This is an optimization exercise on Yosys and OpenROAD, whose aim is small area, a short achievable clock period and few clock cycles, not a production implementation.
The RTL was checked by simulation tests, not by an equivalence proof against the original design.
The clock port is modelled as an ideal driver, which makes a skipped or thinned clock tree look cheaper than it is; a real chip needs a root buffer or a tree.
Power and IR drop assume default switching activity.

Setup of run A:
// mem_loop_top
module mem_loop_top
#(
  parameter int DATA_WIDTH  = 32,
  parameter int BURST_LEN   = 4,
  parameter int ADDR_WIDTH  = 6,
  parameter int FIFO_DEPTH  = 16,
  parameter int READ_LAT    = 2,
  parameter int INIT_CYCLES = 32
) (
  input  logic                  clk0_tb,
  input  logic                  locked,
  input  logic                  in_valid,
  input  logic [DATA_WIDTH-1:0] in_data,
  output logic                  in_ready,
  output logic                  out_valid,
  output logic [DATA_WIDTH-1:0] out_data,
  input  logic                  out_ready,
  output logic                  init_done
);
For scale: roughly 410 cells after synthesis, ~310 flip-flops, ~71 I/O pins, about 9700 sq um of cells after synthesis.
==> flow/config.mk <==
export PLATFORM = sky130hd
export DESIGN_NAME = mem_loop_top
export DESIGN_NICKNAME = mem_loop_top
export VERILOG_FILES = /design/flow/design.v
export SDC_FILE = /design/flow/constraint.sdc
export NUM_CORES = 4
export LEC_CHECK = 0
export ABC_CLOCK_PERIOD_IN_PS = 2500
export CAP_MARGIN = 20
export CORE_MARGIN = 2
export CORE_UTILIZATION = 55
export PLACE_DENSITY = 0.65
export SLEW_MARGIN = 20
export SYNTH_MEMORY_MAX_BITS = 16384
==> flow/constraint.sdc <==
create_clock -name core_clock -period 8.0 [get_ports {clk0_tb}]
set_input_delay 1.6000 -clock core_clock [delete_from_list [all_inputs] [get_ports {clk0_tb}]]
set_output_delay 1.6000 -clock core_clock [all_outputs]
set_load 0.01 [all_outputs]
standard.sh (not shown) runs the stock make flow with config.mk's settings and CLKGATE_MAP_FILE= SYNTH_SCRIPT=/design/flow/synth_recipe.tcl, a recipe that flattens the netlist after the stock synthesis.
==> flow/flow/run.sh <==
#!/bin/bash
set -euo pipefail
cd "$(dirname "$0")/.."
export SETUP_SLACK_MARGIN=5.65
export BUFFER_PORTS_ARGS="-buffer_cell sky130_fd_sc_hd__buf_2"
export CTS_ARGS="-sink_clustering_enable -sink_clustering_size 30 -sink_clustering_max_diameter 120 -repair_clock_nets -dont_use_dummy_load"
export POST_GLOBAL_PLACE_TCL="$PWD/flow/inbuf.tcl"
export POST_CTS_TCL="$PWD/flow/bypass_root.tcl"
bash standard.sh > standard.log 2>&1
==> flow/flow/bypass_root.tcl <==
proc bypass_clock_root {} {
  set block [ord::get_db_block]
  set port_net [$block findNet clk0_tb]
  set loads [$port_net getITerms]
  if {[llength $loads] != 1} { puts "BYPASS: port feeds [llength $loads] pins, skipped"; return }
  set root [[lindex $loads 0] getInst]
  set out_net ""
  foreach it [$root getITerms] {
    if {[$it isOutputSignal]} { set out_net [$it getNet] }
  }
  set sinks {}
  foreach it [$out_net getITerms] { if {[$it getInst] != $root} { lappend sinks $it } }
  if {[llength $sinks] > 4} { puts "BYPASS: root feeds [llength $sinks] pins, skipped"; return }
  foreach it $sinks { $it disconnect; $it connect $port_net }
  puts "BYPASS: removed [$root getName], port now feeds [llength $sinks] pins"
  odb::dbInst_destroy $root
  odb::dbNet_destroy $out_net
}

bypass_clock_root
estimate_parasitics -placement
==> flow/flow/inbuf.tcl <==
# in_data port buffers as buf_1: each drives only the 8 buffer entries.
proc shrink_input_buffers {} {
  set db [ord::get_db]
  set block [ord::get_db_block]
  set m [$db findMaster sky130_fd_sc_hd__buf_1]
  set n 0
  foreach bt [$block getBTerms] {
    if {[$bt getIoType] ne "INPUT"} { continue }
    set net [$bt getNet]
    if {$net eq "NULL" || ![string match "in_data*" [$bt getName]]} { continue }
    foreach it [$net getITerms] {
      set inst [$it getInst]
      if {[[$inst getMaster] getName] eq "sky130_fd_sc_hd__buf_2"} {
        $inst swapMaster $m
        incr n
      }
    }
  }
  puts "shrink_input_buffers: $n input buffers now buf_1"
}
shrink_input_buffers
Testbench counts of run A, summed over its fixed seeds: cycles 7,339.
Changes in run B relative to run A:
- PLACE_DENSITY now 0.55, was 0.65
- CORE_UTILIZATION now 45, was 55
--- a/flow/flow/run.sh
+++ b/flow/flow/run.sh
@@ -4 +4 @@
-export SETUP_SLACK_MARGIN=5.65
+export SETUP_SLACK_MARGIN=5.5
Results
Run B ran to completion and came out clean on the timing, DRC and antenna checks.
In the tables for run A and run B, die area reads lower with run A.
Compared with run A, placed cell area in run B increased slightly.
Taking run A as the reference point, the worst setup slack of run B rises by 0.14 ns.
Clock group share of total power for run B is higher than for run A.
Per the comparison of run B with run A, pre-CTS setup slack went up by 0.018 ns; cell area fell about 6%; clock buffer and inverter area fraction after layout saw an increase.
Input changes introduced in run C (baseline for comparison: run B):
- CORE_UTILIZATION now 55, was 45
- PLACE_DENSITY now 0.65, was 0.55
--- a/flow/flow/run.sh
+++ b/flow/flow/run.sh
@@ -4 +4 @@
-export SETUP_SLACK_MARGIN=5.5
+export SETUP_SLACK_MARGIN=5.45
- Run B → run C: transition time of the tightest slew-check pin increased by 0.033 ns relative to the old numbers; switching component of the power neither gained nor lost much.
- Comparing run B with run C, the worst hold slack came out essentially unchanged.
- On fmax, run C and run B are basically level.
- As far as quantity of I/O buffers inserted on ports goes, run C and run B are indistinguishable; the numbers are identical.
- Via count: run C worse than run B
- Run B → run C: first-pass GRT wire length moved down; cell total after placement decreased about 7%; wire length decreased by 3.3% relative to the old numbers.
- Area growth from synthesis to final layout in run C is 0.52 points below run B.
- Cell area: higher on run B
### run C -> run D
--- a/flow/flow/run.sh
+++ b/flow/flow/run.sh
@@ -4 +4 @@
-export SETUP_SLACK_MARGIN=5.45
+export SETUP_SLACK_MARGIN=5.4
Notes after the runs:
Critical path data required time for run D: 0.02 ns down relative to run C
| signed area change from the synthesized netlist to the final layout | run D vs run C | 0.70 points lower |
Run D: flow completed, timing, DRC and antenna clean
Compared with run C, in run D total half-perimeter wirelength after legalization and detailed placement down 46 um, post-route worst setup slack rose by 0.034 ns, switching fraction of total power saw little to no change.

========
run 1:
Starting RTL as in the previous note.
==> flow/config.mk <==
export PLATFORM = sky130hd
export DESIGN_NAME = mem_loop_top
export DESIGN_NICKNAME = mem_loop_top
export VERILOG_FILES = /design/flow/design.v
export SDC_FILE = /design/flow/constraint.sdc
export NUM_CORES = 4
export LEC_CHECK = 0
export ABC_CLOCK_PERIOD_IN_PS = 2500
export CAP_MARGIN = 20
export CORE_MARGIN = 2
export CORE_UTILIZATION = 60
export PLACE_DENSITY = 0.7
export SLEW_MARGIN = 20
export SYNTH_MEMORY_MAX_BITS = 16384
==> flow/constraint.sdc <==
create_clock -name core_clock -period 8.0 [get_ports {clk0_tb}]
set_input_delay 1.6000 -clock core_clock [delete_from_list [all_inputs] [get_ports {clk0_tb}]]
set_output_delay 1.6000 -clock core_clock [all_outputs]
set_load 0.01 [all_outputs]
==> flow/flow/run.sh <==
#!/bin/bash
set -euo pipefail
cd "$(dirname "$0")/.."
export SETUP_SLACK_MARGIN=5.5
export BUFFER_PORTS_ARGS="-buffer_cell sky130_fd_sc_hd__buf_2"
export CTS_ARGS="-sink_clustering_enable -sink_clustering_size 30 -sink_clustering_max_diameter 120 -repair_clock_nets -dont_use_dummy_load"
export POST_GLOBAL_PLACE_TCL="$PWD/flow/inbuf.tcl"
export POST_CTS_TCL="$PWD/flow/bypass_root.tcl"
bash standard.sh > standard.log 2>&1
Scripts as last shown in full above: flow/flow/bypass_root.tcl, flow/flow/inbuf.tcl
The final layout from run 1, which completed every stage, passed the timing, DRC and antenna checks at the end of the flow.
Testbench counts of run 1, summed over its fixed seeds: cycles 7,339.
[inputs] run 2 vs run 1
Settings: a change of PLACE_DENSITY from 0.7 to 0.6; a change of CORE_UTILIZATION from 60 to 50.
diff --git a/flow/flow/run.sh b/flow/flow/run.sh
--- a/flow/flow/run.sh
+++ b/flow/flow/run.sh
@@ -4 +4,2 @@
-export SETUP_SLACK_MARGIN=5.5
+export SETUP_SLACK_MARGIN=5.4
+export SKIP_GATE_CLONING=1
Findings:
Going from run 1 to run 2, worst endpoint required time now sits at about the same level; area of all placed cells without fillers fell 190 um^2; utilization -12 points; final wirelength went up 5.9%.
The higher worst hold slack of run 2 and run 1 is in run 1.
Of run 2 and run 1, the lower buffer share of cell area belongs to run 2.
Run 2: via count is about 3.3% higher than what run 1 reported.
The inputs of run 3 differ from those of run 2 as listed below.
diff --git a/flow/flow/run.sh b/flow/flow/run.sh
--- a/flow/flow/run.sh
+++ b/flow/flow/run.sh
@@ -5 +4,0 @@
-export SKIP_GATE_CLONING=1
==> comparison <==
- Status: combinational cell fraction of total power parity (run 2, run 3)
- Summary of run 3 over run 2: global-route usage now sits at about the same level, number of nets produced by synthesis comparable, area of the core closely matched the old numbers.
- [compare] base=run 2 new=run 3: smallest setup slack after layout rose by 37 ps, combinational power rose by about 2%.
- Against run 2 as the reference, run 3 delivers a higher via count.
- Compared with run 2, run 3 is the more power-hungry design.
- Diff run 2 -> run 3 | routed wire length | up by a few percent
- Reported for run 2 and run 3, number of well taps turned out identical to the last digit.
- Relative to run 2, the fmax of run 3 is higher by 1.4%.

## port drivers added, routing unchanged
The results above use ideal ports. As a check the final layouts listed here were re-extracted and re-timed, cells and wires unchanged. Step 1 assumes that a clkbuf_16 drives the clock port and a buf_2 every other input. Step 2 moves the port delays by t, midway between the first and last clock arrival at a register: inputs arrive t later, outputs are due t later. That takes back most of the time a late clock gives input paths. Slacks: ideal / step 1 / step 2; pairs: ideal / step 1.
| run | t (ns) | setup slack, ns | worst setup path after step 2 | worst slew at a driven data input, ns | pins driven straight from the clock port |
|---|---|---|---|---|---|
| run A | 0.376 | 5.272 / 5.289 / 4.914 | input to register | 0.05 | 2 |
| run B | 0.377 | 5.411 / 5.427 / 5.050 | input to register | 0.05 | 2 |
| run C | 0.380 | 5.415 / 5.426 / 5.046 | input to register | 0.05 | 2 |
| run D | 0.371 | 5.448 / 5.464 / 5.099 | input to register | 0.04 | 2 |
| run 1 | 0.376 | 5.385 / 5.399 / 5.024 | input to register | 0.05 | 2 |
| run 2 | 0.381 | 5.400 / 5.435 / 5.054 | input to register | 0.04 | 2 |
| run 3 | 0.381 | 5.436 / 5.440 / 5.091 | input to register | 0.04 | 2 |
After both steps setup and hold are still met in every run listed. The setup slack of run C, which loses most, moves by +0.011 ns with the drivers and by -0.369 ns with both steps.
